This is an optimization exercise on Yosys and OpenROAD, whose aim is a short achievable clock period and few clock cycles, not a production implementation.
Function was checked by simulation only, so behaviour that the tests miss may differ from the original.
Power is estimated from default activity; no workload was simulated.

<file path="config.mk">
export PLATFORM = sky130hd
export DESIGN_NAME = cpuCore
export DESIGN_NICKNAME = cpuCore
export VERILOG_FILES = /design/flow/design.v
export SDC_FILE = /design/flow/constraint.sdc
export NUM_CORES = 8
export LEC_CHECK = 0
export CAP_MARGIN = 40
export CELL_PAD_IN_SITES_DETAIL_PLACEMENT = 1
export CELL_PAD_IN_SITES_GLOBAL_PLACEMENT = 2
export CORE_MARGIN = 2
export CORE_UTILIZATION = 30
export PLACE_DENSITY = 0.42
export SETUP_SLACK_MARGIN = 5
export SLEW_MARGIN = 50
export TNS_END_PERCENT = 5
</file>
<file path="constraint.sdc">
create_clock -name core_clock -period 10.0 [get_ports {clk}]
set_input_delay 2.0000 -clock core_clock [delete_from_list [all_inputs] [get_ports {clk}]]
set_output_delay 2.0000 -clock core_clock [all_outputs]
set_load 0.01 [all_outputs]
</file>
<file path="design.v">
`default_nettype none
package rvIsaPkg;
    typedef enum logic [6:0] {
        opcOp     = 7'b0110011,
        opcOpImm  = 7'b0010011,
        opcLoad   = 7'b0000011,
        opcStore  = 7'b0100011,
        opcBranch = 7'b1100011
    } opcode_t;
    localparam logic [2:0] funct3Add = 3'b000;  
    localparam logic [2:0] funct3Xor = 3'b100;
    localparam logic [2:0] funct3Or  = 3'b110;
    localparam logic [2:0] funct3And = 3'b111;
    localparam logic [2:0] funct3Beq = 3'b000;
    localparam logic [2:0] funct3Bne = 3'b001;
    localparam logic [2:0] funct3Ld  = 3'b011;  
    localparam logic [6:0] funct7Sub = 7'b0100000;
    localparam int opcodeLsb = 0;
    localparam int rdLsb     = 7;
    localparam int funct3Lsb = 12;
    localparam int rs1Lsb    = 15;
    localparam int rs2Lsb    = 20;
    localparam int funct7Lsb = 25;
endpackage
`default_nettype wire
`default_nettype none
package corePkg;
    localparam int xlen     = 64;
    localparam int regAddrW = 5;
    localparam int instW    = 32;
    localparam logic [xlen-1:0] resetPc = 64'h0000_0000_8000_0000;
    localparam int icIdxW  = 6;                  
    localparam int icTagLo = 3 + icIdxW;         
    localparam int icTagHi = 15;                 
    localparam int icPfWin = 40;                 
    localparam int btbIdxW = 5;
    localparam int btbTagW = 6;
    localparam int dcWays  = 8;
    localparam int dcWayW  = 3;
    localparam int mqDepth = 4;
    localparam int mqPtrW  = 2;
    localparam int iqDepth = 5;
    localparam int fwdM0 = 0;    
    localparam int fwdM1 = 1;    
    localparam int fwdW0 = 2;    
    localparam int fwdW1 = 3;    
    localparam int fwdRt = 4;    
    localparam int fwdRf = 5;    
    localparam int fwdL0 = 6;    
    localparam int fwdL1 = 7;    
endpackage
`default_nettype wire
`timescale 1ns/1ps
`default_nettype none
module instDecoder (
    input  logic [corePkg::instW-1:0]    inst,
    output logic [corePkg::regAddrW-1:0] rs1,
    output logic [corePkg::regAddrW-1:0] rs2,
    output logic [corePkg::regAddrW-1:0] rd,
    output logic [corePkg::xlen-1:0]     immI,
    output logic [corePkg::xlen-1:0]     immS,
    output logic [corePkg::xlen-1:0]     immB,
    output logic                         isAlu,     
    output logic                         useImm,    
    output logic [1:0]                   aluFn,     
    output logic                         aluSub,
    output logic                         isLoad,
    output logic                         isStore,
    output logic                         isBranch,
    output logic                         branchNe,
    output logic                         reads1,
    output logic                         reads2,
    output logic                         writes
);
    logic [6:0] opcode;
    logic [2:0] funct3;
    logic [6:0] funct7;
    logic       isOp;
    logic       isAddi;
    assign opcode = inst[6:0];
    assign funct3 = inst[14:12];
    assign funct7 = inst[31:25];
    assign rs1    = inst[19:15];
    assign rs2    = inst[24:20];
    assign rd     = inst[11:7];
    assign immI = {{52{inst[31]}}, inst[31:20]};
    assign immS = {{52{inst[31]}}, inst[31:25], inst[11:7]};
    assign immB = {{52{inst[31]}}, inst[7], inst[30:25], inst[11:8], 1'b0};
    assign isOp     = opcode == rvIsaPkg::opcOp &&
                      (funct3 == 3'b000 || funct3 == 3'b100 || funct3 == 3'b110 || funct3 == 3'b111);
    assign isAddi   = opcode == rvIsaPkg::opcOpImm && funct3 == 3'b000;
    assign isLoad   = opcode == rvIsaPkg::opcLoad && funct3 == 3'b011 && rd != '0;
    assign isStore  = opcode == rvIsaPkg::opcStore && funct3 == 3'b011;
    assign isBranch = opcode == rvIsaPkg::opcBranch && funct3[2:1] == 2'b00;
    assign branchNe = funct3[0];
    assign isAlu  = (isOp || isAddi) && rd != '0;
    assign useImm = isAddi;
    assign aluSub = funct7 == 7'b0100000 && funct3 == 3'b000 && !isAddi;
    assign aluFn  = isAddi ? 2'd0 :
                    funct3 == 3'b100 ? 2'd1 :
                    funct3 == 3'b110 ? 2'd2 :
                    funct3 == 3'b111 ? 2'd3 : 2'd0;
    assign reads1 = (isAlu || isLoad || isStore || isBranch) && rs1 != '0;
    assign reads2 = ((isOp && rd != '0) || isStore || isBranch) && rs2 != '0;
    assign writes = isAlu || isLoad;
endmodule
`default_nettype wire
`timescale 1ns/1ps
`default_nettype none
module regFile (
    input  logic                         clk,
    input  logic                         rstn,
    input  logic [3:0][31:0]             rdSel,     
    input  logic [2:0]                   wrEn,
    input  logic [2:0][4:0]              wrAddr,
    input  logic [2:0][63:0]             wrData,
    output logic [3:0][63:0]             rdData
);
    logic [63:0] regs [1:31];
    logic [31:1] written;
    logic [2:0][31:0] wrOH;
    always_comb begin
        for (int p = 0; p < 3; p++) begin
            wrOH[p] = wrEn[p] ? (32'd1 << wrAddr[p]) : 32'd0;
            wrOH[p][0] = 1'b0;
        end
    end
    always_ff @(posedge clk or negedge rstn) begin
        if (!rstn) begin
            written <= '0;
        end else begin
            written <= written | wrOH[0][31:1] | wrOH[1][31:1] | wrOH[2][31:1];
        end
    end
    always_ff @(posedge clk) begin
        for (int i = 1; i < 32; i++) begin
            for (int p = 0; p < 3; p++) begin
                if (wrOH[p][i]) regs[i] <= wrData[p];
            end
        end
    end
    always_comb begin
        for (int r = 0; r < 4; r++) begin
            logic [63:0] v;
            logic [2:0]  hit;
            v = '0;
            for (int i = 1; i < 32; i++) begin
                v = v | ({64{rdSel[r][i] && written[i]}} & regs[i]);
            end
            for (int p = 0; p < 3; p++) begin
                hit[p] = |(rdSel[r] & wrOH[p]);
            end
            rdData[r] = ({64{hit[0]}} & wrData[0]) | ({64{hit[1]}} & wrData[1]) |
                        ({64{hit[2]}} & wrData[2]) | ({64{hit == 3'b000}} & v);
        end
    end
endmodule
`default_nettype wire
`timescale 1ns/1ps
`default_nettype none
module hazardUnit (
    input  logic [1:0][4:0] dRs1,
    input  logic [1:0][4:0] dRs2,
    input  logic [1:0][4:0] dRd,
    input  logic [1:0] dReads1,
    input  logic [1:0] dReads2,
    input  logic [1:0] dWrites,
    input  logic [1:0] eV,
    input  logic [1:0] eAlu,       
    input  logic [1:0] eLd,
    input  logic [1:0][4:0] eRd,
    input  logic [1:0] mV,
    input  logic [1:0] mWr,        
    input  logic [1:0][4:0] mRd,
    output logic [1:0][3:0] sel1,
    output logic [1:0][3:0] sel2,
    output logic [1:0] loadUse,
    output logic       dep
);
    function automatic logic [3:0] pick(input logic rd, input logic [4:0] rs);
        logic [3:0] s;
        s = '0;
        if (rd) begin
            if (eV[1] && eAlu[1] && eRd[1] == rs) s[corePkg::fwdM1] = 1'b1;
            else if (eV[0] && eAlu[0] && eRd[0] == rs) s[corePkg::fwdM0] = 1'b1;
            else if (mV[1] && mWr[1] && mRd[1] == rs) s[corePkg::fwdW1] = 1'b1;
            else if (mV[0] && mWr[0] && mRd[0] == rs) s[corePkg::fwdW0] = 1'b1;
        end
        pick = s;
    endfunction
    function automatic logic ldHit(input logic [4:0] r);
        ldHit = (eV[0] && eLd[0] && eRd[0] == r) || (eV[1] && eLd[1] && eRd[1] == r);
    endfunction
    for (genvar k = 0; k < 2; k++) begin : g_slot
        assign sel1[k]    = pick(dReads1[k], dRs1[k]);
        assign sel2[k]    = pick(dReads2[k], dRs2[k]);
        assign loadUse[k] = (dReads1[k] && ldHit(dRs1[k])) || (dReads2[k] && ldHit(dRs2[k])) ||
                            (dWrites[k] && ldHit(dRd[k]));
    end
    assign dep = dWrites[0] && ((dReads1[1] && dRs1[1] == dRd[0]) ||
                                (dReads2[1] && dRs2[1] == dRd[0]) ||
                                (dWrites[1] && dRd[1] == dRd[0]));
endmodule
`default_nettype wire
`timescale 1ns/1ps
`default_nettype none
module execUnit (
    input  logic [corePkg::xlen-1:0] opA,
    input  logic [corePkg::xlen-1:0] opB,
    input  logic [1:0]               aluFn,
    input  logic                     aluSub,
    output logic [corePkg::xlen-1:0] sum,        
    output logic [corePkg::xlen-1:0] logicRes,   
    output logic                     equal
);
    logic [63:0] b;
    assign b = opB ^ {64{aluSub}};
    logic [63:0] gen [0:6];
    logic [63:0] prop [0:6];
    always_comb begin
        gen[0]  = opA & b;
        prop[0] = opA ^ b;
        gen[0][0] = (opA[0] & b[0]) | ((opA[0] ^ b[0]) & aluSub);
        for (int l = 0; l < 6; l++) begin
            gen[l+1]  = gen[l];
            prop[l+1] = prop[l];
            for (int i = 0; i < 64; i++) begin
                if (((i >> l) & 1) == 1) begin
                    gen[l+1][i]  = gen[l][i] | (prop[l][i] & gen[l][((i >> l) << l) - 1]);
                    prop[l+1][i] = prop[l][i] & prop[l][((i >> l) << l) - 1];
                end
            end
        end
    end
    assign sum = (opA ^ b) ^ {gen[6][62:0], aluSub};
    always_comb begin
        case (aluFn)
            2'd1:    logicRes = opA ^ opB;
            2'd2:    logicRes = opA | opB;
            2'd3:    logicRes = opA & opB;
            default: logicRes = '0;
        endcase
    end
    assign equal = ~|(opA ^ opB);
endmodule
module prefixAdd #(
    parameter int W = 62
) (
    input  logic [W-1:0] a,
    input  logic [W-1:0] b,
    output logic [W-1:0] sum
);
    localparam int L = (W > 32) ? 6 : (W > 16) ? 5 : (W > 8) ? 4 : (W > 4) ? 3 : 2;
    logic [W-1:0] gen [0:L];
    logic [W-1:0] prop [0:L];
    always_comb begin
        gen[0]  = a & b;
        prop[0] = a ^ b;
        for (int l = 0; l < L; l++) begin
            gen[l+1]  = gen[l];
            prop[l+1] = prop[l];
            for (int i = 0; i < W; i++) begin
                if (((i >> l) & 1) == 1) begin
                    gen[l+1][i]  = gen[l][i] | (prop[l][i] & gen[l][((i >> l) << l) - 1]);
                    prop[l+1][i] = prop[l][i] & prop[l][((i >> l) << l) - 1];
                end
            end
        end
    end
    assign sum = (a ^ b) ^ {gen[L][W-2:0], 1'b0};
endmodule
`default_nettype wire
`timescale 1ns/1ps
`default_nettype none
module memArbiter (
    input  logic                       clk,
    input  logic                       rstn,
    input  logic                       memReady,
    input  logic [corePkg::xlen-1:0]   memRdData,
    output logic                       memRdEn,
    output logic                       memWrEn,
    output logic [corePkg::xlen-1:0]   memAddr,
    output logic [corePkg::xlen-1:0]   memWrData,
    output logic                       memSize,
    input  logic                       enq,
    input  logic                       enqAny,        
    input  logic                       enqStore,
    input  logic [corePkg::xlen-1:0]   enqAddr,
    input  logic [corePkg::xlen-1:0]   enqData,
    input  logic [4:0]                 enqRd,
    input  logic                       enqFill,
    input  logic [corePkg::dcWayW-1:0] enqWay,
    output logic                       mqFull,
    input  logic                       fetchWant,
    input  logic                       fetchDemand,
    input  logic [63:3]                fetchLine,
    output logic                       fetchIssued,
    output logic                       fetchBusy,     
    output logic [63:3]                fetchBusyLine,
    output logic                       icFill,        
    output logic                       retValid,
    output logic [4:0]                 retRd,
    output logic [corePkg::xlen-1:0]   retData,
    output logic                       retFill,
    output logic [corePkg::dcWayW-1:0] retWay,
    output logic [4:0]                 nextRetRd,     
    output logic                       nextRetValid   
);
    localparam int D = corePkg::mqDepth;
    localparam int W = corePkg::mqPtrW;
    logic                       qStore [0:D-1];
    logic [corePkg::xlen-1:0]   qAddr  [0:D-1];
    logic [corePkg::xlen-1:0]   qData  [0:D-1];
    logic [4:0]                 qRd    [0:D-1];
    logic                       qFill  [0:D-1];
    logic [corePkg::dcWayW-1:0] qWay   [0:D-1];
    logic [W-1:0]               head, tail;
    logic [W:0]                 count;
    logic                       reqFetch, reqLoad;
    logic [4:0]                 reqRd;
    logic                       reqFill;
    logic [corePkg::dcWayW-1:0] reqWay;
    logic busy, canIssue, headValid, pickFetch, pickQueue, pickBypass, pop, bypass;
    logic dataAvail, dataStore;
    logic [W:0] countInc, countDec;
    assign countInc  = count + 1'b1;
    assign countDec  = count - 1'b1;
    assign busy      = memRdEn || memWrEn;
    assign canIssue  = !busy || memReady;
    assign headValid = count != '0;
    assign mqFull    = count == (W+1)'(D);
    assign dataAvail  = headValid || enqAny;
    assign dataStore  = headValid ? qStore[head] : enqStore;
    assign pickFetch  = fetchWant && (!dataAvail || (fetchDemand && dataStore && !mqFull));
    assign pickQueue  = headValid && !pickFetch;
    assign pickBypass = !headValid && enq && !pickFetch;
    assign pop         = canIssue && pickQueue;
    assign bypass      = canIssue && pickBypass;
    assign fetchIssued = canIssue && pickFetch;
    assign fetchBusy     = busy && reqFetch;
    assign fetchBusyLine = memAddr[63:3];
    assign icFill        = memReady && reqFetch;
    always_ff @(posedge clk or negedge rstn) begin
        if (!rstn) begin
            memRdEn  <= 1'b0;
            memWrEn  <= 1'b0;
            reqFetch <= 1'b0;
            reqLoad  <= 1'b0;
            head     <= '0;
            tail     <= '0;
            count    <= '0;
            retValid <= 1'b0;
        end else begin
            retValid <= memReady && reqLoad;
            if (canIssue) begin
                memRdEn  <= pickFetch || (pickQueue && !qStore[head]) || (pickBypass && !enqStore);
                memWrEn  <= (pickQueue && qStore[head]) || (pickBypass && enqStore);
                reqFetch <= pickFetch;
                reqLoad  <= (pickQueue && !qStore[head]) || (pickBypass && !enqStore);
            end
            if (pop) head <= head + 1'b1;
            if (enq && !bypass) tail <= tail + 1'b1;
            if (enq && !bypass && !pop) count <= countInc;
            else if (pop && !(enq && !bypass)) count <= countDec;
        end
    end
    always_ff @(posedge clk) begin
        if (canIssue) begin
            if (pickFetch) begin
                memAddr <= {fetchLine, 3'b000};
            end else if (headValid) begin
                memAddr <= qAddr[head];
            end else begin
                memAddr <= enqAddr;
            end
            memWrData <= headValid ? qData[head] : enqData;
            reqRd     <= headValid ? qRd[head] : enqRd;
            reqFill   <= headValid ? qFill[head] : enqFill;
            reqWay    <= headValid ? qWay[head] : enqWay;
        end
        if (enq) begin
            qStore[tail] <= enqStore;
            qAddr[tail]  <= enqAddr;
            qData[tail]  <= enqData;
            qRd[tail]    <= enqRd;
            qFill[tail]  <= enqFill;
            qWay[tail]   <= enqWay;
        end
        if (memReady) begin
            retData <= memRdData;
        end
        retRd   <= reqRd;
        retFill <= reqFill;
        retWay  <= reqWay;
    end
    assign memSize   = 1'b1;
    assign nextRetRd    = reqRd;
    assign nextRetValid = memReady && reqLoad;
endmodule
`default_nettype wire
`timescale 1ns/1ps
`default_nettype none
module cpuCore (
    input  logic                     clk,
    input  logic                     rstn,
    input  logic                     memReady,
    input  logic [corePkg::xlen-1:0] memRdData,
    output logic                     memRdEn,
    output logic                     memWrEn,
    output logic [corePkg::xlen-1:0] memAddr,
    output logic [corePkg::xlen-1:0] memWrData,
    output logic                     memSize  
);
    localparam int IW  = corePkg::icIdxW;
    localparam int ICE = 1 << IW;
    localparam int TLO = corePkg::icTagLo;
    localparam int THI = corePkg::icTagHi;
    localparam int NW  = corePkg::dcWays;
    localparam int WW  = corePkg::dcWayW;
    localparam int BI  = corePkg::btbIdxW;
    localparam int BE  = 1 << BI;
    localparam int BT  = corePkg::btbTagW;
    localparam int QN  = corePkg::iqDepth;
    localparam int M0  = corePkg::fwdM0;
    localparam int M1  = corePkg::fwdM1;
    localparam int W0  = corePkg::fwdW0;
    localparam int W1  = corePkg::fwdW1;
    logic [63:2]     pc;
    logic [63:0]     icData [0:ICE-1];
    logic [THI:TLO]  icTag  [0:ICE-1];
    logic [ICE-1:0]  icValid;
    logic [63:THI+1] icRegion;
    logic [THI:3]    fL1;         
    logic            fCross;      
    logic            fRegionOk, fH0, fH1;
    logic [63:0]     fD0, fD1;
    logic [31:0]     fI0, fI1;
    logic [ICE-1:0]  pcIcOH;      
    logic [ICE-1:0]  fSel, fTagM;
    logic [63:0]     fEven, fOdd;    
    logic            fHitEven, fHitOdd;
    assign fL1       = pc[THI:3] + 1'b1;
    assign fCross    = &pc[THI:3];
    assign fRegionOk = icRegion == pc[63:THI+1];
    assign fSel      = pcIcOH | {pcIcOH[ICE-2:0], pcIcOH[ICE-1]};
    always_comb begin
        fEven = '0;
        fOdd  = '0;
        for (int i = 0; i < ICE; i++) begin
            if (i == 0) fTagM[i] = icTag[i] == (pcIcOH[ICE-1] ? fL1[THI:TLO] : pc[THI:TLO]);
            else fTagM[i] = icTag[i] == pc[THI:TLO];
            if (i % 2 == 0) fEven = fEven | ({64{fSel[i]}} & icData[i]);
            else fOdd = fOdd | ({64{fSel[i]}} & icData[i]);
        end
    end
    always_comb begin
        fHitEven = 1'b0;
        fHitOdd  = 1'b0;
        for (int i = 0; i < ICE; i++) begin
            if (i % 2 == 0) fHitEven = fHitEven | (fSel[i] && icValid[i] && fTagM[i]);
            else fHitOdd = fHitOdd | (fSel[i] && icValid[i] && fTagM[i]);
        end
    end
    assign fD0 = pc[3] ? fOdd : fEven;
    assign fD1 = pc[3] ? fEven : fOdd;
    assign fH0 = (pc[3] ? fHitOdd : fHitEven) && fRegionOk;
    assign fH1 = (pc[3] ? fHitEven : fHitOdd) && fRegionOk && !fCross;
    assign fI0 = pc[2] ? fD0[63:32] : fD0[31:0];
    assign fI1 = pc[2] ? fD1[31:0] : fD0[63:32];
    logic [BE-1:0]    btbV;
    logic [BT-1:0]    btbTag [0:BE-1];
    logic [13:2]      btbTgt [0:BE-1];
    logic [1:0]       btbCtr [0:BE-1];
    logic [BI+BT+1:2] fPcLo1;
    logic [BE-1:0]    pcBtbOH;     
    logic [BE-1:0]    fBOH1, fBTagM0, fBTagM1;
    logic             fB0Hit, fB0T, fB1Hit, fB1T;
    logic [13:2]      fB0Tgt, fB1Tgt;
    logic [1:0]       fB0Ctr, fB1Ctr;
    logic             fV0, fV1;
    logic [63:2]      fNext;
    assign fPcLo1 = pc[BI+BT+1:2] + 1'b1;
    assign fBOH1  = {pcBtbOH[BE-2:0], pcBtbOH[BE-1]};
    always_comb begin
        fB0Tgt = '0;
        fB1Tgt = '0;
        fB0Ctr = '0;
        fB1Ctr = '0;
        for (int i = 0; i < BE; i++) begin
            fBTagM0[i] = btbTag[i] == pc[BI+BT+1:BI+2];
            fBTagM1[i] = btbTag[i] == fPcLo1[BI+BT+1:BI+2];
            fB0Tgt = fB0Tgt | ({12{pcBtbOH[i]}} & btbTgt[i]);
            fB1Tgt = fB1Tgt | ({12{fBOH1[i]}} & btbTgt[i]);
            fB0Ctr = fB0Ctr | ({2{pcBtbOH[i]}} & btbCtr[i]);
            fB1Ctr = fB1Ctr | ({2{fBOH1[i]}} & btbCtr[i]);
        end
    end
    assign fB0Hit = |(pcBtbOH & btbV & fBTagM0);
    assign fB1Hit = |(fBOH1 & btbV & fBTagM1);
    assign fB0T   = fB0Hit && fB0Ctr[1];
    assign fB1T   = fB1Hit && fB1Ctr[1];
    assign fV0    = fH0;
    assign fV1    = fH0 && (pc[2] ? fH1 : 1'b1) && !fB0T;
    logic [63:3] pcLineInc;
    assign pcLineInc = pc[63:3] + 61'd1;
    assign fNext  = fB0T ? {pc[63:14], fB0Tgt} :
                    (fV1 && fB1T) ? {pc[63:14], fB1Tgt} :
                    fV1 ? {pcLineInc, pc[2]} :
                    pc[2] ? {pcLineInc, 1'b0} : {pc[63:3], 1'b1};
    logic [1:0][11:0] fCtl;
    logic [1:0][31:0] fInst2;
    assign fInst2 = {fI1, fI0};
    for (genvar k = 0; k < 2; k++) begin : g_fdec
        logic [4:0]  unusedRs1, unusedRs2, unusedRd;
        logic [63:0] unusedImmI, unusedImmS, unusedImmB;
        instDecoder u_instDecoder (
            .inst(fInst2[k]), .rs1(unusedRs1), .rs2(unusedRs2), .rd(unusedRd),
            .immI(unusedImmI), .immS(unusedImmS), .immB(unusedImmB),
            .isAlu(fCtl[k][11]), .useImm(fCtl[k][10]), .aluFn(fCtl[k][9:8]), .aluSub(fCtl[k][7]),
            .isLoad(fCtl[k][6]), .isStore(fCtl[k][5]), .isBranch(fCtl[k][4]),
            .branchNe(fCtl[k][3]), .reads1(fCtl[k][2]), .reads2(fCtl[k][1]), .writes(fCtl[k][0])
        );
    end
    logic [31:0]   iqInst [0:QN-1];
    logic [63:2]   iqPc   [0:QN-1];
    logic [QN-1:0] iqBHit, iqBT;
    logic [13:2]   iqBTgt [0:QN-1];
    logic [1:0]    iqBCtr [0:QN-1];
    logic [QN-1:0] iqDone;            
    logic [11:0]   iqCtl  [0:QN-1];   
    logic [31:0]   iqS1OH [0:QN-1];   
    logic [31:0]   iqS2OH [0:QN-1];
    logic [QN-1:0] qHead, qTail;      
    logic [2:0]    qCount;
    logic [QN-1:0] qHead1, qTail1;
    function automatic logic [QN-1:0] rotl(input logic [QN-1:0] p, input logic [1:0] n);
        case (n)
            2'd1:    rotl = {p[QN-2:0], p[QN-1]};
            2'd2:    rotl = {p[QN-3:0], p[QN-1:QN-2]};
            default: rotl = p;
        endcase
    endfunction
    logic [1:0][31:0] qInst;
    logic [1:0][63:2] qPc;
    logic [1:0]       qBHit, qBT, qDone;
    logic [1:0][13:2] qBTgt;
    logic [1:0][1:0]  qBCtr;
    logic [1:0][11:0] qCtl;
    logic [1:0][31:0] qS1OH, qS2OH;
    assign qHead1 = rotl(qHead, 2'd1);
    assign qTail1 = rotl(qTail, 2'd1);
    always_comb begin
        qInst = '0;
        qPc   = '0;
        qBHit = '0;
        qBT   = '0;
        qDone = '0;
        qBTgt = '0;
        qBCtr = '0;
        qCtl  = '0;
        qS1OH = '0;
        qS2OH = '0;
        for (int i = 0; i < QN; i++) begin
            if (qHead[i]) begin
                qInst[0] = qInst[0] | iqInst[i];
                qPc[0]   = qPc[0] | iqPc[i];
                qBHit[0] = qBHit[0] | iqBHit[i];
                qBT[0]   = qBT[0] | iqBT[i];
                qDone[0] = qDone[0] | iqDone[i];
                qBTgt[0] = qBTgt[0] | iqBTgt[i];
                qBCtr[0] = qBCtr[0] | iqBCtr[i];
                qCtl[0]  = qCtl[0] | iqCtl[i];
                qS1OH[0] = qS1OH[0] | iqS1OH[i];
                qS2OH[0] = qS2OH[0] | iqS2OH[i];
            end
            if (qHead1[i]) begin
                qInst[1] = qInst[1] | iqInst[i];
                qPc[1]   = qPc[1] | iqPc[i];
                qBHit[1] = qBHit[1] | iqBHit[i];
                qBT[1]   = qBT[1] | iqBT[i];
                qDone[1] = qDone[1] | iqDone[i];
                qBTgt[1] = qBTgt[1] | iqBTgt[i];
                qBCtr[1] = qBCtr[1] | iqBCtr[i];
                qCtl[1]  = qCtl[1] | iqCtl[i];
                qS1OH[1] = qS1OH[1] | iqS1OH[i];
                qS2OH[1] = qS2OH[1] | iqS2OH[i];
            end
        end
    end
    logic [1:0]       dV;
    logic [1:0][4:0] dRs1;
    logic [1:0][4:0] dRs2;
    logic [1:0][4:0] dRd;
    logic [1:0][63:0] dImmI;
    logic [1:0][63:0] dImmS;
    logic [1:0][63:0] dImmB;
    logic [1:0]       dIsAlu, dUseImm, dAluSub, dIsLoad, dIsStore, dIsBranch, dBne;
    logic [1:0]       dReads1, dReads2, dWrites;
    logic [1:0][1:0] dAluFn;
    logic [1:0][63:2] dTarget;
    logic [1:0][63:2] dAlt;
    logic [1:0][63:2] dRedirTgt;
    logic [1:0]       dPredT, dFollowOk, dRedir, dCarry14;
    logic [1:0][13:2] dTgtLow;
    for (genvar k = 0; k < 2; k++) begin : g_dec
        assign dRs1[k]  = qInst[k][19:15];
        assign dRs2[k]  = qInst[k][24:20];
        assign dRd[k]   = qInst[k][11:7];
        assign dImmI[k] = {{52{qInst[k][31]}}, qInst[k][31:20]};
        assign dImmS[k] = {{52{qInst[k][31]}}, qInst[k][31:25], qInst[k][11:7]};
        assign dImmB[k] = {{52{qInst[k][31]}}, qInst[k][7], qInst[k][30:25], qInst[k][11:8], 1'b0};
        assign {dIsAlu[k], dUseImm[k], dAluFn[k], dAluSub[k], dIsLoad[k], dIsStore[k],
                dIsBranch[k], dBne[k], dReads1[k], dReads2[k], dWrites[k]} = qCtl[k];
        assign dV[k]       = yRedir ? yKeep > 2'(k) : qCount > 3'(k);
        prefixAdd #(.W(62)) u_target (.a(qPc[k]), .b(dImmB[k][63:2]), .sum(dTarget[k]));
        assign dPredT[k]   = dIsBranch[k] && (qBHit[k] ? qBCtr[k][1] : dImmB[k][63]);
        assign dAlt[k]     = dPredT[k] ? qPc[k] + 62'd1 : dTarget[k];
        assign {dCarry14[k], dTgtLow[k]} = {1'b0, qPc[k][13:2]} + {1'b0, dImmB[k][13:2]};
        assign dFollowOk[k] = qBT[k] && dTgtLow[k] == qBTgt[k] && dCarry14[k] == dImmB[k][63];
        assign dRedir[k]    = (dPredT[k] && !dFollowOk[k]) || (!dIsBranch[k] && qBT[k]);
        assign dRedirTgt[k] = dPredT[k] ? dTarget[k] : qPc[k] + 62'd1;
    end
    logic [1:0]  eVr, eV, eAlu, eLd, eSt, eBr, eBne, ePredT, eSub, eR1, eRB, eRSd, eBHit;
    logic [1:0][1:0] eAluFn;
    logic [1:0][4:0] eRs1;
    logic [1:0][4:0] eRs2;
    logic [1:0][4:0] eRd;
    logic [1:0][63:0] eA;
    logic [1:0][63:0] eB;
    logic [1:0][63:0] eSd;
    logic [1:0][7:0] eSelA;
    logic [1:0][7:0] eSelB;
    logic [1:0][7:0] eSelSd;
    logic [1:0][63:2] eAlt;
    logic [1:0][1:0] eBCtr;
    logic [1:0][BI+BT+1:2] ePcLo;
    logic [1:0][13:2] eTgtLo;
    logic [1:0]  mV, mAlu, mLd;
    logic [1:0][4:0] mRd;
    logic [1:0][63:0] mRes, mLog;
    logic [1:0]       mIsLog;
    logic        mMemV, mMemLd, mMemSt, mMemSlot;
    logic [4:0]  mMemRd;
    logic [63:0] mSd, mAddr;
    logic [1:0]  wWr;
    logic [1:0][4:0] wRd;
    logic [1:0][63:0] wRes;
    logic          retValid, retFill;
    logic [4:0]    retRd;
    logic [63:0]   retData;
    logic [WW-1:0] retWay;
    logic [31:0] pending;  
    logic [4:0]  nextRetRd;
    logic        nextRetValid;
    logic [1:0]  eRm1, eRm2, eRmD;  
    logic [3:0][31:0] rfSel;
    logic [3:0][63:0] rfRd;
    logic [2:0]       rfWe;
    logic [2:0][4:0]  rfWa;
    logic [2:0][63:0] rfWd;
    assign rfSel = {qS2OH[1], qS1OH[1], qS2OH[0], qS1OH[0]};
    assign rfWe = {retValid, wWr[1], wWr[0]};
    assign rfWa = {retRd, wRd[1], wRd[0]};
    assign rfWd = {retData, wRes[1], wRes[0]};
    regFile u_regFile (
        .clk(clk), .rstn(rstn), .rdSel(rfSel), .wrEn(rfWe), .wrAddr(rfWa), .wrData(rfWd),
        .rdData(rfRd)
    );
    logic [1:0] dLuse, dMem;
    logic       dDep, iss0, iss1, dRedirect, eAdv;
    logic [63:2] dRedirTarget;
    logic [1:0][3:0] dSel1;
    logic [1:0][3:0] dSel2;
    hazardUnit u_hazardUnit (
        .dRs1(dRs1), .dRs2(dRs2), .dRd(dRd),
        .dReads1(dReads1), .dReads2(dReads2), .dWrites(dWrites),
        .eV(eV), .eAlu(eAlu), .eLd(eLd), .eRd(eRd),
        .mV(mV), .mWr(mAlu | mLd), .mRd(mRd),
        .sel1(dSel1), .sel2(dSel2), .loadUse(dLuse), .dep(dDep)
    );
    assign dMem = dIsLoad | dIsStore;
    logic dRedir0, dRedir1, yRedir, ySlot0;
    logic [1:0] yKeep;
    logic [63:2] yTarget, yT0, yT1;
    assign dRedir0      = dV[0] && dRedir[0] && !qDone[0] && !yRedir && !eRedirect;
    assign dRedir1      = dV[1] && dRedir[1] && !qDone[1] && !dRedir0 && !yRedir && !eRedirect;
    assign dRedirect    = dRedir0 || dRedir1;
    assign dRedirTarget = dRedir0 ? dRedirTgt[0] : dRedirTgt[1];
    assign iss0 = dV[0] && eAdv && !dLuse[0];
    assign iss1 = iss0 && dV[1] && !dLuse[1] && !dDep && !(dMem[0] && dMem[1]) &&
                  !(dIsBranch[0] && dIsBranch[1]);
    logic [1:0]  retHit1, retHit2, retHitD, eq, taken, wait_, mis;
    logic [1:0][63:0] opA;
    logic [1:0][63:0] opB;
    logic [1:0][63:0] opSd;
    logic [1:0][63:0] alu, aluLog;
    logic        eStall, mStall, eRedirect, eMispredict, mqFull;
    logic [63:2] eMisTarget;
    logic [63:2] eRedirTarget;
    function automatic logic [63:0] operand(input logic [7:0] sel,
                                            input logic [63:0] regVal, input logic [63:0] ret,
                                            input logic [63:0] m0, input logic [63:0] m1,
                                            input logic [63:0] l0, input logic [63:0] l1,
                                            input logic [63:0] w0, input logic [63:0] w1);
        operand = ({64{sel[corePkg::fwdM0]}} & m0) | ({64{sel[corePkg::fwdM1]}} & m1) |
                  ({64{sel[corePkg::fwdL0]}} & l0) | ({64{sel[corePkg::fwdL1]}} & l1) |
                  ({64{sel[corePkg::fwdW0]}} & w0) | ({64{sel[corePkg::fwdW1]}} & w1) |
                  ({64{sel[corePkg::fwdRt]}} & ret) | ({64{sel[corePkg::fwdRf]}} & regVal);
    endfunction
    logic [1:0] eIsLog;
    assign eIsLog = {eAluFn[1] != 2'd0, eAluFn[0] != 2'd0};
    function automatic logic [7:0] nextSel(input logic reads, input logic [4:0] rs,
                                           input logic [3:0] fwd);
        logic ret;
        logic [7:0] s;
        ret = reads && nextRetValid && nextRetRd == rs;
        s = '0;
        if (ret) s[corePkg::fwdRt] = 1'b1;
        else if (fwd == 4'b0000) s[corePkg::fwdRf] = 1'b1;
        else begin
            s[corePkg::fwdM0] = fwd[corePkg::fwdM0] && !eIsLog[0];
            s[corePkg::fwdL0] = fwd[corePkg::fwdM0] && eIsLog[0];
            s[corePkg::fwdM1] = fwd[corePkg::fwdM1] && !eIsLog[1];
            s[corePkg::fwdL1] = fwd[corePkg::fwdM1] && eIsLog[1];
            s[corePkg::fwdW0] = fwd[corePkg::fwdW0];
            s[corePkg::fwdW1] = fwd[corePkg::fwdW1];
        end
        nextSel = s;
    endfunction
    for (genvar k = 0; k < 2; k++) begin : g_ex
        assign retHit1[k] = retValid && eRm1[k];
        assign retHit2[k] = retValid && eRm2[k];
        assign retHitD[k] = retValid && eRmD[k];
        assign opA[k] = operand(eSelA[k], eA[k], retData, mRes[0], mRes[1], mLog[0], mLog[1],
                                 wRes[0], wRes[1]);
        assign opB[k] = operand(eSelB[k], eB[k], retData, mRes[0], mRes[1], mLog[0], mLog[1],
                                 wRes[0], wRes[1]);
        assign opSd[k] = operand(eSelSd[k], eSd[k], retData, mRes[0], mRes[1], mLog[0], mLog[1],
                                 wRes[0], wRes[1]);
        execUnit u_execUnit (
            .opA(opA[k]), .opB(opB[k]), .aluFn(eAluFn[k]), .aluSub(eSub[k]),
            .sum(alu[k]), .logicRes(aluLog[k]), .equal(eq[k])
        );
        assign taken[k] = eBne[k] ? !eq[k] : eq[k];
        assign wait_[k] = eV[k] && (
                          (eR1[k] && pending[eRs1[k]] && !retHit1[k]) ||
                          ((eRB[k] || eRSd[k]) && pending[eRs2[k]] && !retHit2[k]) ||
                          ((eAlu[k] || eLd[k]) && pending[eRd[k]] && !retHitD[k]));
        assign mis[k] = eV[k] && eBr[k] && (taken[k] != ePredT[k]);
    end
    assign eStall       = |wait_;
    assign mStall       = mMemV && mqFull;
    assign eAdv         = !mStall && !eStall;
    assign eMispredict  = eAdv && (mis[0] || mis[1]);
    assign eMisTarget   = mis[0] ? eAlt[0] : eAlt[1];
    logic        xRedir, xKeep, xSlot0, xK0, xK1;
    logic [7:0]  pfDistE0, pfDistE1;
    logic [63:2] xTarget, xAlt0, xAlt1;
    always_ff @(posedge clk or negedge rstn) begin
        if (!rstn) begin
            xRedir <= 1'b0;
        end else begin
            xRedir <= eMispredict;
        end
    end
    always_ff @(posedge clk) begin
        xSlot0  <= mis[0];
        xAlt0   <= eAlt[0];
        xAlt1   <= eAlt[1];
        xK0     <= !pfDistE0[7];
        xK1     <= !pfDistE1[7];
    end
    logic eKill1;
    always_ff @(posedge clk or negedge rstn) begin
        if (!rstn) begin
            eKill1 <= 1'b0;
        end else begin
            eKill1 <= iss1 && dRedir0 && !eRedirect;
        end
    end
    assign eV           = eVr & ~{2{xRedir}} & ~{eKill1, 1'b0};
    assign eRedirect    = xRedir;
    assign xTarget      = xSlot0 ? xAlt0 : xAlt1;
    assign xKeep        = xSlot0 ? xK0 : xK1;
    assign eRedirTarget = xTarget;
    logic          bSlot, bResolve, bTaken, bHit;
    logic [1:0]    bCtr;
    logic [BI-1:0] bIdx;
    assign bSlot    = !(eV[0] && eBr[0]);
    assign bResolve = eAdv && ((eV[0] && eBr[0]) || (eV[1] && eBr[1] && !mis[0]));
    assign bTaken   = taken[bSlot];
    assign bHit     = eBHit[bSlot];
    assign bCtr     = eBCtr[bSlot];
    assign bIdx     = ePcLo[bSlot][BI+1:2];
    logic          uValid, uTaken, uHit;
    logic [1:0]    uCtr;
    logic [BI-1:0] uIdx;
    logic [BT-1:0] uTag;
    logic [13:2]   uTgt;
    always_ff @(posedge clk or negedge rstn) begin
        if (!rstn) begin
            btbV   <= '0;
            uValid <= 1'b0;
        end else begin
            uValid <= bResolve;
            if (uValid && (uHit || uTaken)) begin
                btbV[uIdx] <= 1'b1;
            end
        end
    end
    always_ff @(posedge clk) begin
        uTaken <= bTaken;
        uHit   <= bHit;
        uCtr   <= bCtr;
        uIdx   <= bIdx;
        uTag   <= ePcLo[bSlot][BI+BT+1:BI+2];
        uTgt   <= eTgtLo[bSlot];
        if (uValid) begin
            if (uHit) begin
                if (uTaken && uCtr != 2'b11) btbCtr[uIdx] <= uCtr + 1'b1;
                if (!uTaken && uCtr != 2'b00) btbCtr[uIdx] <= uCtr - 1'b1;
            end else if (uTaken) begin
                btbCtr[uIdx] <= 2'b10;
                btbTag[uIdx] <= uTag;
                btbTgt[uIdx] <= uTgt;
            end
        end
    end
    logic [63:3]   dcTag  [0:NW-1];
    logic [63:0]   dcData [0:NW-1];
    logic [NW-1:0] dcV, dcP;      
    logic [WW-1:0] dcPtr;
    logic [NW-1:0] dcHitVec;
    logic          dcHitValid, dcHitPend, dcHitAny;
    logic [63:0]   dcRdData;
    logic          mGo, enq;
    assign mAddr = mMemSlot ? mRes[1] : mRes[0];
    always_comb begin
        dcRdData = '0;
        for (int i = 0; i < NW; i++) begin
            dcHitVec[i] = (dcV[i] || dcP[i]) &&
                          (mMemSlot ? dcTag[i] == mRes[1][63:3] : dcTag[i] == mRes[0][63:3]);
            if (dcHitVec[i] && dcV[i]) dcRdData = dcRdData | dcData[i];
        end
    end
    assign dcHitValid = |(dcHitVec & dcV);
    assign dcHitPend  = |(dcHitVec & dcP);
    assign dcHitAny   = |dcHitVec;
    assign mGo = !mStall;
    assign enq = mGo && mMemV && (mMemSt || (mMemLd && !dcHitValid));
    logic [NW-1:0] dcAlias, dcVn, dcPn;
    always_comb begin
        for (int i = 0; i < NW; i++) begin
            dcAlias[i] = (dcV[i] || dcP[i]) && !dcHitVec[i] && dcTag[i][8:3] == mAddr[8:3];
        end
        dcVn = dcV;
        dcPn = dcP;
        if (retValid && retFill && dcP[retWay]) begin
            dcVn[retWay] = 1'b1;
            dcPn[retWay] = 1'b0;
        end
        if (mGo && mMemV && mMemSt) begin
            dcVn = dcVn & ~dcAlias;
            dcPn = dcPn & ~dcAlias;
            if (dcHitAny) begin
                dcVn = dcVn | dcHitVec;
                dcPn = dcPn & ~dcHitVec;
            end else begin
                dcVn[dcPtr] = 1'b1;
                dcPn[dcPtr] = 1'b0;
            end
        end else if (mGo && mMemV && mMemLd && !dcHitValid && !dcHitPend) begin
            dcVn[dcPtr] = 1'b0;
            dcPn[dcPtr] = 1'b1;
        end
    end
    always_ff @(posedge clk or negedge rstn) begin
        if (!rstn) begin
            dcV   <= '0;
            dcP   <= '0;
            dcPtr <= '0;
        end else begin
            dcV <= dcVn;
            dcP <= dcPn;
            if (mGo && mMemV && ((mMemSt && !dcHitAny) ||
                                 (mMemLd && !dcHitValid && !dcHitPend))) begin
                dcPtr <= dcPtr + 1'b1;
            end
        end
    end
    always_ff @(posedge clk) begin
        if (retValid && retFill && dcP[retWay]) begin
            dcData[retWay] <= retData;
        end
        for (int i = 0; i < NW; i++) begin
            if (mGo && mMemV && mMemSt && (dcHitAny ? dcHitVec[i] : dcPtr == WW'(i))) begin
                dcData[i] <= mSd;
            end
            if (mGo && mMemV && ((mMemSt && !dcHitAny) || (mMemLd && !dcHitValid && !dcHitPend)) &&
                dcPtr == WW'(i)) begin
                dcTag[i] <= mAddr[63:3];
            end
        end
    end
    logic        fetchWant, fetchDemand, fetchIssued, fetchBusy, icFill;
    logic [63:3] fetchBusyLine;
    logic [63:3] pfLine;
    memArbiter u_memArbiter (
        .clk(clk), .rstn(rstn), .memReady(memReady), .memRdData(memRdData),
        .memRdEn(memRdEn), .memWrEn(memWrEn), .memAddr(memAddr),
        .memWrData(memWrData), .memSize(memSize),
        .enq(enq), .enqAny(mGo && mMemV), .enqStore(mMemSt), .enqAddr(mAddr), .enqData(mSd), .enqRd(mMemRd),
        .enqFill(!dcHitPend), .enqWay(dcPtr), .mqFull(mqFull),
        .fetchWant(fetchWant), .fetchDemand(fetchDemand), .fetchLine(pfReqLine),
        .fetchIssued(fetchIssued), .fetchBusy(fetchBusy), .fetchBusyLine(fetchBusyLine),
        .icFill(icFill),
        .retValid(retValid), .retRd(retRd), .retData(retData), .retFill(retFill), .retWay(retWay),
        .nextRetRd(nextRetRd), .nextRetValid(nextRetValid)
    );
    logic [IW-1:0] pfIdx;
    logic          pfPresent, pfInflight, pfInWin, pcInflight, pfSkip, pfTake;
    logic [7:0]    pfDist;
    logic          pfReq;           
    logic [63:3]   pfReqLine;
    assign pfIdx      = pfLine[IW+2:3];
    logic [ICE-1:0] pfOH, pfTagM;
    always_comb begin
        for (int i = 0; i < ICE; i++) begin
            pfOH[i]   = pfIdx == IW'(i);
            pfTagM[i] = icTag[i] == pfLine[THI:TLO];
        end
    end
    assign pfPresent  = |(pfOH & icValid & pfTagM) && icRegion == pfLine[63:THI+1];
    assign pfInflight = fetchBusy && fetchBusyLine == pfLine;
    assign pcInflight = fetchBusy && fetchBusyLine == pc[63:3];
    assign pfDist     = pfLine[10:3] - pc[10:3];
    assign pfInWin    = pfDist < 8'(corePkg::icPfWin);
    logic pfPresQ, pfMoved;
    assign pfSkip     = !pfMoved && pfInWin && (pfPresQ || pfInflight);
    assign pfTake     = !pfMoved && pfInWin && !pfPresQ && !pfInflight && (!pfReq || fetchIssued);
    assign fetchWant  = pfReq;
    assign fetchDemand = pfReqLine == pc[63:3];
    assign pfDistE0 = pfLine[10:3] - eAlt[0][10:3];
    assign pfDistE1 = pfLine[10:3] - eAlt[1][10:3];
    always_ff @(posedge clk or negedge rstn) begin
        if (!rstn) begin
            pfLine  <= corePkg::resetPc[63:3];
            pfReq   <= 1'b0;
            pfMoved <= 1'b1;
        end else if (eRedirect) begin
            pfMoved <= !xKeep;
            if (!xKeep) begin
                pfLine <= eRedirTarget[63:3];
                pfReq  <= 1'b0;
            end else if (fetchIssued) begin
                pfReq  <= 1'b0;
            end
        end else if (!fH0 && !pcInflight && pfLine != pc[63:3] && !(pfReq && fetchDemand)) begin
            pfLine  <= pc[63:3];
            pfReq   <= 1'b0;
            pfMoved <= 1'b1;
        end else begin
            pfMoved <= pfSkip || pfTake;
            if (pfSkip || pfTake) pfLine <= pfLine + 1'b1;
            if (pfTake) pfReq <= 1'b1;
            else if (fetchIssued) pfReq <= 1'b0;
        end
    end
    always_ff @(posedge clk) begin
        if (pfTake) pfReqLine <= pfLine;
        pfPresQ <= pfPresent || pfInflight;
    end
    logic [IW-1:0] fillIdx;
    assign fillIdx = fetchBusyLine[IW+2:3];
    always_ff @(posedge clk or negedge rstn) begin
        if (!rstn) begin
            icValid  <= '0;
            icRegion <= corePkg::resetPc[63:THI+1];
        end else if (icFill) begin
            if (icRegion != fetchBusyLine[63:THI+1]) begin
                icRegion <= fetchBusyLine[63:THI+1];
                icValid  <= '0;
            end
            icValid[fillIdx] <= 1'b1;
        end
    end
    always_ff @(posedge clk) begin
        if (icFill) begin
            icData[fillIdx] <= memRdData;
            icTag[fillIdx]  <= fetchBusyLine[THI:TLO];
        end
    end
    logic       fFire;
    logic [1:0] pop, pushN, keep;
    assign fFire  = fV0 && qCount <= 3'(QN - 2) && !eRedirect && !yRedir;
    assign pop    = {1'b0, iss0} + {1'b0, iss1};
    assign pushN  = fFire ? (fV1 ? 2'd2 : 2'd1) : 2'd0;
    assign keep   = dRedir0 ? (iss0 ? 2'd0 : 2'd1) : (2'd2 - pop);
    always_ff @(posedge clk or negedge rstn) begin
        if (!rstn) begin
            yRedir <= 1'b0;
        end else begin
            yRedir <= dRedirect;
        end
    end
    always_ff @(posedge clk) begin
        yKeep  <= keep;
        ySlot0 <= dRedir0;
        yT0    <= dRedirTgt[0];
        yT1    <= dRedirTgt[1];
    end
    assign yTarget = ySlot0 ? yT0 : yT1;
    logic [2:0] qCountNext;
    always_comb begin
        case ({pop, pushN})
            4'b0000, 4'b0101, 4'b1010: qCountNext = qCount;
            4'b0001, 4'b0110:          qCountNext = qCount + 3'd1;
            4'b0010:                   qCountNext = qCount + 3'd2;
            4'b0100, 4'b1001:          qCountNext = qCount - 3'd1;
            4'b1000:                   qCountNext = qCount - 3'd2;
            default:                   qCountNext = qCount;
        endcase
    end
    logic [63:2] pcNext;
    always_comb begin
        if (eRedirect) pcNext = eRedirTarget;
        else if (yRedir) pcNext = yTarget;
        else if (fFire) pcNext = fNext;
        else pcNext = pc;
    end
    always_ff @(posedge clk or negedge rstn) begin
        if (!rstn) begin
            pcIcOH  <= ICE'(1) << corePkg::resetPc[IW+2:3];
            pcBtbOH <= BE'(1) << corePkg::resetPc[BI+1:2];
        end else begin
            pcIcOH  <= ICE'(1) << pcNext[IW+2:3];
            pcBtbOH <= BE'(1) << pcNext[BI+1:2];
        end
    end
    always_ff @(posedge clk or negedge rstn) begin
        if (!rstn) begin
            pc     <= corePkg::resetPc[63:2];
            qHead  <= QN'(1);
            qTail  <= QN'(1);
            qCount <= '0;
            iqDone <= '0;
        end else if (eRedirect) begin
            pc     <= eRedirTarget;
            qHead  <= QN'(1);
            qTail  <= QN'(1);
            qCount <= '0;
        end else if (yRedir) begin
            pc     <= yTarget;
            qHead  <= rotl(qHead, pop);
            qTail  <= rotl(qHead, yKeep);
            qCount <= {1'b0, yKeep} - {1'b0, pop};
        end else begin
            if (fFire) pc <= fNext;
            qHead  <= rotl(qHead, pop);
            qTail  <= rotl(qTail, pushN);
            qCount <= qCountNext;
            iqDone <= (iqDone & ~(fWrite ? (qTail | (fV1 ? qTail1 : '0)) : '0)) |
                      (dRedir0 ? qHead : '0) | (dRedir1 ? qHead1 : '0);
        end
    end
    logic fWrite;
    assign fWrite = fV0 && qCount <= 3'(QN - 2);
    always_ff @(posedge clk) begin
        for (int i = 0; i < QN; i++) begin
            if (fWrite && qTail[i]) begin
                iqInst[i] <= fI0;
                iqPc[i]   <= pc;
                iqBHit[i] <= fB0Hit;
                iqBT[i]   <= fB0T;
                iqBTgt[i] <= fB0Tgt;
                iqBCtr[i] <= fB0Ctr;
                iqCtl[i]  <= fCtl[0];
                iqS1OH[i] <= 32'd1 << fI0[19:15];
                iqS2OH[i] <= 32'd1 << fI0[24:20];
            end
            if (fWrite && fV1 && qTail1[i]) begin
                iqInst[i] <= fI1;
                iqPc[i]   <= pc + 62'd1;
                iqBHit[i] <= fB1Hit;
                iqBT[i]   <= fB1T;
                iqBTgt[i] <= fB1Tgt;
                iqBCtr[i] <= fB1Ctr;
                iqCtl[i]  <= fCtl[1];
                iqS1OH[i] <= 32'd1 << fI1[19:15];
                iqS2OH[i] <= 32'd1 << fI1[24:20];
            end
        end
    end
    logic [1:0] issue;
    logic       memSlotE;
    assign issue    = {iss1, iss0};
    assign memSlotE = !(eV[0] && (eLd[0] || eSt[0]));
    always_ff @(posedge clk or negedge rstn) begin
        if (!rstn) begin
            eVr     <= '0;
            mV      <= '0;
            mMemV   <= 1'b0;
            wWr     <= '0;
            pending <= '0;
        end else begin
            if (eRedirect) begin
                eVr <= 2'b00;
            end else if (eAdv) begin
                eVr <= issue;
            end else if (eKill1) begin
                eVr[1] <= 1'b0;
            end
            if (!mStall) begin
                mV[0] <= eV[0] && eAdv;
                mV[1] <= eV[1] && eAdv && !mis[0];
                mMemV <= eAdv && ((eV[0] && (eLd[0] || eSt[0])) ||
                                  (eV[1] && (eLd[1] || eSt[1]) && !mis[0]));
            end
            for (int k = 0; k < 2; k++) begin
                wWr[k] <= mGo && mV[k] && (mAlu[k] || (mLd[k] && dcHitValid));
            end
            if (retValid) pending[retRd] <= 1'b0;
            if (mGo && mMemV && mMemLd && !dcHitValid) pending[mMemRd] <= 1'b1;
        end
    end
    always_ff @(posedge clk) begin
        for (int k = 0; k < 2; k++) begin
            if (eAdv) begin
                eAlu[k]   <= dIsAlu[k];
                eLd[k]    <= dIsLoad[k];
                eSt[k]    <= dIsStore[k];
                eBr[k]    <= dIsBranch[k];
                eBne[k]   <= dBne[k];
                ePredT[k] <= dPredT[k];
                eAluFn[k] <= dAluFn[k];
                eSub[k]   <= dAluSub[k];
                eRs1[k]   <= dRs1[k];
                eRs2[k]   <= dRs2[k];
                eRd[k]    <= dRd[k];
                eR1[k]    <= dReads1[k];
                eRB[k]    <= dReads2[k] && !dIsStore[k];
                eRSd[k]   <= dReads2[k] && dIsStore[k];
                eA[k]     <= rfRd[2*k];
                eB[k]     <= dIsStore[k] ? dImmS[k] : (dUseImm[k] || dIsLoad[k]) ? dImmI[k] : rfRd[2*k+1];
                eSd[k]    <= rfRd[2*k+1];
                eSelA[k]  <= nextSel(dReads1[k], dRs1[k], dSel1[k]);
                eSelB[k]  <= nextSel(dReads2[k] && !dIsStore[k], dRs2[k],
                                     dIsStore[k] ? 4'b0000 : dSel2[k]);
                eSelSd[k] <= nextSel(dReads2[k] && dIsStore[k], dRs2[k],
                                     dIsStore[k] ? dSel2[k] : 4'b0000);
                eAlt[k]   <= dAlt[k];
                eBHit[k]  <= qBHit[k];
                eBCtr[k]  <= qBCtr[k];
                ePcLo[k]  <= qPc[k][BI+BT+1:2];
                eTgtLo[k] <= dTarget[k][13:2];
                eRm1[k]   <= nextRetRd == dRs1[k];
                eRm2[k]   <= nextRetRd == dRs2[k];
                eRmD[k]   <= nextRetRd == dRd[k];
            end else begin
                eRm1[k]   <= nextRetRd == eRs1[k];
                eRm2[k]   <= nextRetRd == eRs2[k];
                eRmD[k]   <= nextRetRd == eRd[k];
                eA[k]     <= opA[k];
                eB[k]     <= opB[k];
                eSd[k]    <= opSd[k];
                eSelA[k]  <= nextSel(eR1[k], eRs1[k], 4'b0000);
                eSelB[k]  <= nextSel(eRB[k], eRs2[k], 4'b0000);
                eSelSd[k] <= nextSel(eRSd[k], eRs2[k], 4'b0000);
            end
            if (!mStall) begin
                mAlu[k] <= eAlu[k];
                mLd[k]  <= eLd[k];
                mRd[k]  <= eRd[k];
                mRes[k]   <= alu[k];
                mLog[k]   <= aluLog[k];
                mIsLog[k] <= eIsLog[k];
            end
            wRd[k]  <= mRd[k];
            wRes[k] <= mLd[k] ? dcRdData : mIsLog[k] ? mLog[k] : mRes[k];
        end
        if (!mStall) begin
            mMemLd   <= memSlotE ? eLd[1] : eLd[0];
            mMemSt   <= memSlotE ? eSt[1] : eSt[0];
            mMemRd   <= memSlotE ? eRd[1] : eRd[0];
            mMemSlot <= memSlotE;
            mSd      <= memSlotE ? opSd[1] : opSd[0];
        end
    end
endmodule
`default_nettype wire
</file>
<file path="standard.sh">
#!/bin/bash
# synth_recipe.tcl (not shown) runs the flow's synth.tcl, then flattens the netlist and writes it again
# the make line also repeats each setting of config.mk as NAME=value (left out here)
make -C /OpenROAD-flow-scripts/flow DESIGN_CONFIG=/design/flow/config.mk WORK_HOME=/design/flow/orfs CLKGATE_MAP_FILE= SYNTH_SCRIPT=/design/flow/synth_recipe.tcl "${@:-finish}"
</file>
<file path="flow/run.sh">
#!/bin/bash
# The standard layout with a global routing setup of our own
# (flow/fastroute.tcl), stronger port buffers, and more rounds of antenna
# repair after detailed routing. The make log goes to flow_make.log; each ORFS
# step also keeps its own log under orfs/logs.
set -euo pipefail
bash standard.sh FASTROUTE_TCL="$(pwd)/flow/fastroute.tcl" \
    BUFFER_PORTS_ARGS="-buffer_cell sky130_fd_sc_hd__buf_8" \
    MAX_REPAIR_ANTENNAS_ITER_DRT=8 finish > flow_make.log 2>&1
</file>
<file path="flow/fastroute.tcl">
# Global routing capacity: leave more of met1 and met2 free for pin access and
# detailed routing, so that the global routes move up to met3 and met4
set_global_routing_layer_adjustment met1 0.5
set_global_routing_layer_adjustment met2 0.35
set_global_routing_layer_adjustment met3-met5 0.2
set_routing_layers -clock met3-met5
set_routing_layers -signal met1-met5
</file>
==> summary.md, run 1 <==
| Metric | Value |
|---|---|
| CTS Buf Count | 1461 |
| Seq/Total Area, Yosys | 57.52% |
| Clock sink count | 11780 |
| Max Cap Viol | 0 |
| Syn_nets | 51020 |
| Clock Skew | 0.2111 ns |
| Crit path launch type | register |
| IO buf count | 196 |
| Library cells used by synthesis | 123 |
| CTS tree | yes |
| Vias in the first global route | 558000 |
| Crit path from | mMemSlot |
| Yosys Warn Count | 19 |
| Combinational Power Share | 8.4% |
| Hold Path Depth | 0 |
| GRT Util Overall | 57.63% |
| Post-Syn Area per Cell | 11.83 µm² |
| Sequential share of power | 46.3% |
| Worst flop-to-flop path endpoint | u_memArbiter.qData[0][43] |
| Hold endpoint | xAlt1[54] |
| Clock power frac | 45.3% |
| WP data required | 11.26 ns |
| Core Rows | 517 |
| Post-synthesis instance total | 50350 |
| Vias/cell | 6.893 |
| Drc violations | 0 |
| Tmin final | 5.787 ns |
| Vias | 564900 |
| Overall power | 121.5 mW |
| Final Hold Vio Count | 0 |
| Period utilisation layout | 57.87% |
| Fillers | 206200 |
| EDFF count, synth | 10430 |
| Skew-Pair Late Insertion Delay | 1.68 ns |
| Highest ir drop seen on vdd | 0.0001788 V |
| First-pass GRT wire length | 6133 mm |
| Final Util | 37.97% |
| Fraction of registers with async set/reset | 4.142% |
| Drt pass-1 iters | 13 |
| CTS root buf | clkbuf_16 |
| DP Wirelength | 3138 mm |
| DP Area | 658200 µm² |
| Cell Area, Synth | 595700 µm² |
| Max FO, Critical Path | 20 |
| Hold_sp | eAlt[114] |
| Outcome | timing/DRC/antenna clean |
| CP arrival | 7.04 ns |
| P&R area growth vs syn | 26.24% |
| Initial antenna violation count | 969 |
| Nets | 53000 |
| Max-slew violation count | 0 |
| Clock Pin Slew Worst Setup and Hold Paths | 0.06 ns |
| Routed wire length | 5001 mm |
| Initial DRC count | 58390 |
| Die Height | 1.413 mm |
| Post-CTS Hold Buffers | 0 |
| Hold WC Path Type | reg -> reg |
| Setup crit end kind | register |
| Largest net degree at the start of global routing | 108 |
| Initial Util | 30.08% |
| Max-Slew Margin vs Limit | 15.16% |
| Die width | 1.413 mm |
| Achievable frequency | 172.8 MHz |
| Design Area, Final | 752000 µm² |
| Core area | 1981000 µm² |
| Reg2reg path depth | 23 |
| RSZ-0062 raised after global routing | true |
| Longest Clk Path Bufs | 6 |
| Placed cells | 75130 |
| Internal power | 88.55 mW |
| Worst Max-Slew Pin Slew | 1.273 ns |
| Setup TNS | 0 ns |
| H-tree depth | 7 |
| Post-DRT Antenna Nets | 0 |
| Share of cells above drive strength 1 | 21.60% |
| Power density cells | 161.6 nW/µm² |
| Flop-to-flop setup slack | 4.21 ns |
| Most common cell after layout, fill and taps aside | edfxtp_1 |
| Commonest cells after routing, fill and taps aside | edfxtp_1 (10430), a22oi_1 (4356), nand2_1 (3757), o21ai_0 (3135), buf_4 (2673) |
| Synthesis-stage register bit count | 11780 |
| Main synth FF type | edfxtp_1 |
| Gpl congestion | 1.038 |
| Final std cells w/o fill | 81960 |
| Die Area | 1997000 µm² |
| NetSw | 32.98 mW |
| IO Count | 198 |
| Reg2Reg Launch Point | mMemSlot |
| Routed length per instance | 61.02 µm |
| Setup violators final | 0 |
| LEAKAGE | 249.2 nW |
| CP Class | reg -> reg |
| Net Sw Frac | 27.14% |
| Gr ovfl total | 0 |
worst max-delay path by stage:
stage / end / depth (start not counted)
final: u_memArbiter.qData[0][43] / 23
after global routing: u_memArbiter.qData[0][7] / 24
after CTS: iqCtl[4][7] / 15
after detailed placement: u_memArbiter.qData[1][27] / 19
after global placement: u_memArbiter.qData[2][23] / 14
after floorplan: qCount[2] / 14
cell families after synthesis:
| group | share of synthesized area, % |
|---|---|
| AOI/OAI and AO/OA | 17.80 |
| DFF | 57.52 |
| and+or+nand+nor | 8.994 |
| buffers and inverters | 3.781 |
| muxes | 6.173 |
| xor gates and xnor gates | 4.440 |
| adders and majority gates | 1.293 |
| other | 0.0006295 |
registers in the layout (all words and copies together), names as in the netlist, 155 cells and up:
register / cells
icData: 4096
u_regFile.regs: 1984
dcData: 512
dcTag: 488
icTag: 448
btbTgt: 384
iqPc: 310
u_memArbiter.qAddr: 256
u_memArbiter.qData: 256
btbTag: 192
iqS1OH: 155
iqS2OH: 155
final cells by class:
type,instances,area [µm²],share of cell area [%]
clock inverter,730,8180,1.088
multi-input combinational,32840,245400,32.64
inverter,614,2401,0.3193
antenna,1952,4885,0.6495
timing repair buffer,5633,75070,9.983
clock buffer,1945,39590,5.265
tap,26470,33120,4.404
sequential,11780,343300,45.66
through the flow:
stage	hold WS [ns]	setup WS (ns)
floorplan	0.3233	1.958
global placement	0.3241	1.221
detailed placement	0.3279	2.628
CTS	0.2513	4.415
global route	0.2760	4.301
finish	0.2781	4.213
per-layer routing:
metal  share of wire, %  global-route usage, %  up-vias
li1                   -                      -   204100
met1                 33                  68.99   286600
met2                 38                  71.91    52460
met3                 17                  42.16    20980
met4                 12                  50.32      832
met5               0.51                  11.62        -
critical path, cell delays in order, from the launching register on:
cell      delay [ns]
edfxtp_1        0.42
buf_12          0.18
buf_16          0.16
buf_12          0.22
mux2i_4         0.59
buf_16          0.23
buf_12          0.12
xnor2_2         0.11
nor4_2          0.07
nand4_1         0.22
nor4_4          0.09
buf_4           0.16
and2_4          0.16
or4_4           0.48
or3_4           0.52
buf_12          0.18
nor2_4          0.17
nor2_4          0.11
buf_12          0.14
nor2b_4         0.12
buf_12          0.15
buf_16          0.20
buf_16          0.20
buf_16          0.20
power groups by stage:
stage / clock network (mW) / logic [mW] / registers (mW)
3_3_place_gp: 0 / 8.77 / 57.5
5_1_grt: 56.9 / 10.5 / 56.3
2_1_floorplan: 0 / 3.07 / 56.7
4_1_cts: 55.3 / 9.67 / 56.3
3_5_place_dp: 0 / 9.59 / 57.3
6_report: 55.0 / 10.2 / 56.3
cells in the mapped netlist, types with 826 or more instances:
cell type / instances / area, µm²
edfxtp_1: 10430 / 313100
a22oi_1: 4442 / 33350
nand2_1: 3966 / 14890
clkbuf_1: 3860 / 14490
o21ai_0: 3282 / 16430
nor2_1: 2304 / 8648
mux2i_1: 2167 / 21690
xnor2_1: 1861 / 16300
a22o_1: 1822 / 15960
a221oi_1: 1676 / 14680
nand4_1: 1276 / 7983
a21oi_1: 1229 / 6151
xor2_1: 1125 / 9853
nand3_1: 1107 / 5540
buf_1: 971 / 3645
a222oi_1: 952 / 9529
dfxtp_1: 867 / 17360
mux2_2: 826 / 9301
what timing repair did:
action	CTS	global route
gates cloned	75	231
setup buffers	452	1317
gates resized for setup	787	2146
pin swaps	161	786
setup endpoints to repair	5068	4685
Testbench counts, summed over its fixed seeds: cycles 28,725.
==> inputs of run 2 (changes only) <==
==> flow/run.sh (replaced) <==
#!/bin/bash
# The standard layout with a global routing setup of our own
# (flow/fastroute.tcl), stronger port buffers, an extra antenna repair with a
# margin after global routing (flow/postgrt.tcl) and more rounds of antenna
# repair after detailed routing. The make log goes to flow_make.log; each ORFS
# step also keeps its own log under orfs/logs.
set -euo pipefail
bash standard.sh FASTROUTE_TCL="$(pwd)/flow/fastroute.tcl" \
    BUFFER_PORTS_ARGS="-buffer_cell sky130_fd_sc_hd__buf_8" \
    POST_GLOBAL_ROUTE_TCL="$(pwd)/flow/postgrt.tcl" \
    MAX_REPAIR_ANTENNAS_ITER_DRT=8 finish > flow_make.log 2>&1
==> flow/postgrt.tcl (new file) <==
# After global routing and its own antenna repair: repair again with a margin,
# so that the detailed routes, which come out longer, stay within the rules
repair_antennas -iterations 5 -ratio_margin 40
check_placement -verbose
--- a/config.mk
+++ b/config.mk
@@ -10,6 +10,6 @@
 export CELL_PAD_IN_SITES_GLOBAL_PLACEMENT = 2
 export CORE_MARGIN = 2
-export CORE_UTILIZATION = 30
-export PLACE_DENSITY = 0.42
+export CORE_UTILIZATION = 27
+export PLACE_DENSITY = 0.38
 export SETUP_SLACK_MARGIN = 5
 export SLEW_MARGIN = 50
==> summary.md, run 2 <==
| Metric | Value |
|---|---|
| Outcome | timing/DRC/antenna clean |
| Bufs and invs on worst path | 10 (-2) |
| Post-CTS Setup Bufs | 567 (+25%) |
| H-tree depth | 7 (unchanged) |
| Clock Pin Slew Worst Setup and Hold Paths | 0.06 ns (about the same) |
| Final Hold Vio Count | 0 (unchanged) |
| Initial DRC count | 59820 (+2.4%) |
| CTS Buf Count | 1514 (+3.6%) |
| Setup TNS | 0 ns (unchanged) |
| Highest ir drop seen on vdd | 0.0002085 V (+17%) |
| Period utilisation layout | 56.87% (-1.0 points) |
| Yosys Warn Count | 19 (unchanged) |
| Post-DRT Antenna Nets | 0 (unchanged) |
| Setup crit end kind | register |
| P&R area growth vs syn | 27.22% |
| Crit-path slowest cell | buf_4 |
| Achievable frequency | 175.8 MHz (+1.8%) |
| Cell taking the most area after synthesis | edfxtp_1 |
| Clock sink count | 11780 (unchanged) |
| DP Area | 661100 µm² (+0.44%) |
| Drc violations | 0 (unchanged) |
| WP data required | 11.40 ns (+0.14 ns) |
| Longest Clk Path Bufs | 6 (unchanged) |
| Crit path launch type | register |
| DP Wirelength | 3249 mm (+3.6%) |
| Syn_nets | 51020 (unchanged) |
| Post-Syn Area per Cell | 11.83 µm² (unchanged) |
| Power density cells | 162.7 nW/µm² (+0.67%) |
| Final std cells w/o fill | 87960 (+7.3%) |
| CP arrival | 7.08 ns (+0.04 ns) |
| Library cells used by synthesis | 123 (unchanged) |
| Tmin final | 5.687 ns (-0.09997 ns) |
| Most common cell after layout, fill and taps aside | edfxtp_1 |
| Vias | 555500 (-1.7%) |
| CTS root buf | clkbuf_16 |
| EDFF count, synth | 10430 (unchanged) |
| Synth top area cells | edfxtp_1 (53%), a22oi_1 (5.6%), mux2i_1 (3.6%), dfxtp_1 (2.9%), o21ai_0 (2.8%) |
| Gpl congestion | 1.014 (-2.3%) |
| Core area | 2201000 µm² (+11%) |
| Crit-path cells | buf_16 -> buf_8 -> clkbuf_16 -> buf_12 -> buf_4 -> buf_12 -> a22oi_1 -> nand2_2 -> buf_12 -> and2_4 -> buf_6 -> buf_4 -> a22o_1 -> a221oi_1 -> nand4_1 -> nor3_2 -> buf_4 -> o21a_1 -> a21oi_1 -> nor2_1 -> a21oi_1 |
| Fraction of registers with async set/reset | 4.142% (unchanged) |
| Drt pass-1 iters | 13 (unchanged) |
| Max-Slew Margin vs Limit | 19.78% (+4.6 points) |
| Worst Max-Slew Pin Slew | 1.203 ns (-0.06922 ns) |
| Routed wire length | 5089 mm (+1.8%) |
| Max reg flops | 4096 (unchanged) |
| Initial Util | 27.06% (-3.0 points) |
| Vias in the first global route | 554200 (-0.69%) |
| Commonest cells after routing, fill and taps aside | edfxtp_1 (10430), a22oi_1 (4384), nand2_1 (3754), o21ai_0 (3125), buf_4 (2697) |
==> run 2: cell types whose count changed in the layout (fill, tap and decap cells not counted), sizes merged, moves of 5 or more <==
cell and change:
buf -247, bufbuf +31, bufinv +5, clkbuf -18, clkinv +45, diode +3398
inv +7
==> run 2: worst reg2reg max path, delay by kind of cell (launching register included) <==
kind	cells	cell delay, ns
buf+inv	10	2.49
compound gates	6	1.37
flops	1	0.53
simple gates	5	1.16
==> run 2: metal layers <==
| metal | routed length [µm] | GRT usage (%) | vias up |
|---|---|---|---|
| met5 | 20160 | 7.133 | - |
| met4 | 601900 | 45.26 | 703 |
| met3 | 832000 | 35.82 | 18270 |
| met2 | 1944000 | 68.57 | 46720 |
| met1 | 1691000 | 66.58 | 282000 |
| li1 | - | - | 207800 |
==> run 2: final timing paths <==
kind,start,end,slack [ns],cells past startpoint
setup / recovery,qHead[3],eB[13],4.31,21
hold / removal,eAlt[17],xAlt0[19],0.28,0
setup reg to reg,qHead[3],eB[13],4.31,21
hold reg to reg,eAlt[17],xAlt0[19],0.28,0
max in group asynchronous,rstn,dcV[6],7.53,6
min in group asynchronous,rstn,icValid[53],0.33,1
==> run 2: cell type report <==
| class | count | area, µm² | share of cell area [%] |
|---|---|---|---|
| Timing Repair Buffer | 5360 | 69600 | 9.183 |
| Antenna cell | 5350 | 13390 | 1.766 |
| Tap cell | 29260 | 36620 | 4.831 |
| Inverter | 614 | 2370 | 0.3127 |
| Clock inverter | 783 | 7999 | 1.055 |
| Multi-Input combinational cell | 32820 | 243900 | 32.19 |
| Clock buffer | 1984 | 40630 | 5.361 |
| Sequential cell | 11780 | 343300 | 45.30 |
==> run 2: kinds of logic (layout without fill, tap and decap cells) <==
kind of cell | count (synthesis) | in the layout | synth area share, %
compound gates | 14760 | 14760 | 17.80
mux | 3295 | 3295 | 6.173
buf+inv | 5758 | 8741 | 3.781
simple gates | 11160 | 11170 | 8.994
fa+ha+maj | 600 | 600 | 1.293
other cells | 1 | 5351 | 0.0006295
flops | 11780 | 11780 | 57.52
xor+xnor | 3000 | 3000 | 4.440
==> run 2: stage by stage <==
stage | utilization (%) | setup WS [ns] | power, mW | hold slack, ns
floorplan | - | 1.958 | 59.81 | 0.3233
global placement | 29.28 | 1.419 | 67.02 | 0.3253
detailed placement | 30.03 | 2.595 | 67.66 | 0.3279
CTS | 32.88 | 4.630 | 123.4 | 0.2518
finish | 34.43 | 4.313 | 123.3 | 0.2833
==> run 2: power breakdown <==
| group | internal, mW | total, mW | leakage [nW] | switching [mW] |
|---|---|---|---|---|
| Combinational | 3.24 | 10.9 | 114 | 7.63 |
| Clock | 31.5 | 56.1 | 23.6 | 24.6 |
| Sequential | 54.7 | 56.3 | 109 | 1.56 |
| Total | 89.5 | 123 | 247 | 33.8 |

==> re-timing with driven ports <==
Ports are ideal in the flow. The routed layouts listed here were re-timed in OpenROAD. Step 1 assumes that a clkbuf_16 drives the clock port and a buf_2 every other input. Step 2 also shifts input and output timing later by t, the mid clock arrival at the registers, as if the neighbouring blocks saw the same clock. Slacks: ideal ports / drivers / drivers and shift; pairs: ideal ports / drivers.
run	t, ns	setup WS [ns]	worst slew at a driven data input, ns
run 1	1.833	4.213 / 4.213 / 4.127	0.24
run 2	1.794	4.313 / 4.313 / 4.072	0.41
After both steps setup and hold are still met in every run listed. For run 2, which loses most, drivers alone change the setup slack by 0.000 ns; drivers and shift together by -0.241 ns.
